Background: an optimization exercise with open tools, aiming at small area, a short achievable clock period and few clock cycles per item. Do not read the settings as production practice. In this exercise RTL edits were held to simulation tests only and were not proved equivalent to the original. Power figures rest on the tool's default switching activity, not on a simulated workload.

Design wav_header_chunk_parser, start of the top module:
module wav_header_chunk_parser (
    input  logic        clk,
    input  logic        rst_n,
    input  logic        in_valid,
    output logic        in_stall,
    input  logic [7:0]  byte_value,
    input  logic        end_of_file,
    input  logic        cfg_valid,
    output logic        cfg_ready,
    input  logic [3:0]  cfg_data,
    output logic        out_valid,
    input  logic        out_stall,
    output logic        payload_valid,
    output logic [7:0]  payload_byte,
    output logic        payload_last,
    output logic [15:0] audio_format,
    output logic [15:0] num_channels,
    output logic [31:0] sample_freq,
    output logic [15:0] bits_per_sample,
    output logic [31:0] payload_size,
    output logic [2:0]  status
);
    logic [5:0]  pos_q;              
    logic        first_q;            
    logic        ph_h, ph_w, ph_p;   
    logic [2:0]  st_q;               
    logic [15:0] fmt_q, ch_q, bits_q;
    logic [31:0] rate_q, psize_q;
    logic [31:0] cnt_q;              
    logic [2:0]  hc_q;               
    logic        skip_q;             
    logic        match_q;            
    logic [3:0]  chunks_q;
    logic [3:0]  limit_q;
    logic        ov_q, pv_q, pl_q;
    logic [7:0]  pb_q;
    logic [5:0]  pos_n;
    logic [2:0]  st_n;
    logic        phh_n, phw_n, php_n;
    logic [2:0]  hc_n;
    logic        skip_n, match_n;
    logic [3:0]  chunks_n;
    logic        pv_n, pl_n;
    logic        hold, acc, take, src_eof;
    logic        a_v, a_eof, b_v, b_eof;
    logic [7:0]  a_d, b_d;
    logic        live, chk;
    logic [7:0]  d;
    logic [31:0] size;
    logic [31:0] cnt_dec;
    logic [3:0]  cz_q;               
    logic [3:0]  cz_n, brw;
    logic [3:0]  chunks_dec;
    logic [7:0]  in_d;
    logic        in_eof;
    logic        a_z, a_R, a_I, a_F, a_W, a_A, a_V, a_E, a_dd, a_a, a_t;
    logic        hdr_eq, id_eq;
    logic        p3, p11, p23, w7;
    logic        p3_q, p11_q, p23_q;    
    logic        w7_q;                  
    logic        ch0_q, ch1_q;          
    logic        hdr_ok, id_ok;
    logic        cnt_one, size_zero;
    logic        cnt_one_q;
    logic        cnt_count, cnt_load, psize_load;
    assign hold      = ov_q & out_stall;
    assign in_stall  = b_v;
    assign take      = in_valid & ~b_v;
    assign acc       = a_v & ~hold;
    assign d         = a_d;
  ...
Size: ~220 flip-flops, about 150 I/O pins, roughly 9600 um2 of cells after synthesis.
==> flow/config.mk <==
export PLATFORM = sky130hd
export DESIGN_NAME = wav_header_chunk_parser
export DESIGN_NICKNAME = wav_header_chunk_parser
export VERILOG_FILES = /design/flow/design.v
export SDC_FILE = /design/flow/constraint.sdc
export NUM_CORES = 4
export LEC_CHECK = 0
export ABC_AREA = 1
export CAP_MARGIN = 20
export CORE_MARGIN = 2
export CORE_UTILIZATION = 55
export CTS_CLUSTER_DIAMETER = 100
export CTS_CLUSTER_SIZE = 25
export GPL_TIMING_DRIVEN = 0
export SETUP_SLACK_MARGIN = 3.3
export SLEW_MARGIN = 20
==> flow/constraint.sdc <==
create_clock -name core_clock -period 5.5 [get_ports {clk}]
set_input_delay 1.1000 -clock core_clock [delete_from_list [all_inputs] [get_ports {clk}]]
set_output_delay 1.1000 -clock core_clock [all_outputs]
set_load 0.01 [all_outputs]
standard.sh (not shown) runs the stock make flow with config.mk's settings and CLKGATE_MAP_FILE= SYNTH_SCRIPT=/design/flow/synth_recipe.tcl, a recipe that flattens the netlist after the stock synthesis.
==> flow/flow/run.sh <==
#!/bin/bash
# Standard ORFS layout, except that the port buffers use a small buffer cell
# (buf_1) instead of the delay-buffer cell buffer_ports picks by default;
# repair_design / repair_timing still resize them where needed.
set -euo pipefail
export BUFFER_PORTS_ARGS="-buffer_cell sky130_fd_sc_hd__buf_1"
bash standard.sh > standard.log 2>&1
The baseline completed with no timing, DRC or antenna violations.
Testbench counts at the start, summed over its fixed seeds: cycles 34,680, items 34,664.
Change:
- CORE_UTILIZATION: 55 -> 48
- GPL_TIMING_DRIVEN: 0 -> unset
Result: Cell count rises by about 1.8%. Setup slack is better by 0.055 ns. Total power falls by about 1.4%. Routed wire length falls by about 2.6%. Synthesized area does not change. Non-clock buffer count falls by 17. Sequential power rises by about 2%.

[what the ideal ports hide]
No port has a modelled driver above. Below, the same layouts with a new extraction and two added sets of constraints.
Step 1 sets driving cells, clkbuf_16 on the clock port and buf_2 on the other inputs (assumed; they add their load-dependent delay and slew).
Step 2, shift: input delay + t, output delay - t, t = (earliest + latest rising clock arrival at the registers) / 2. This alone moves slack from input paths to output paths.
a / b / c = ideal ports / drivers / drivers and shift; a / b = the first two.
| run | shift t [ns] | setup slack, ns | hold WS [ns] | latest minus earliest clock arrival (ns) |
|---|---|---|---|---|
| the first run | 0.509 | 3.261 / 3.280 / 2.778 | 0.463 / 0.463 / 0.463 | 0.026 / 0.026 |
| the second run | 0.508 | 3.315 / 3.282 / 2.916 | 0.473 / 0.473 / 0.473 | 0.021 / 0.022 |
After both steps setup and hold are still met in every run listed. For the first run, which loses most, drivers alone change the setup slack by +0.019 ns; drivers and shift together by -0.483 ns.
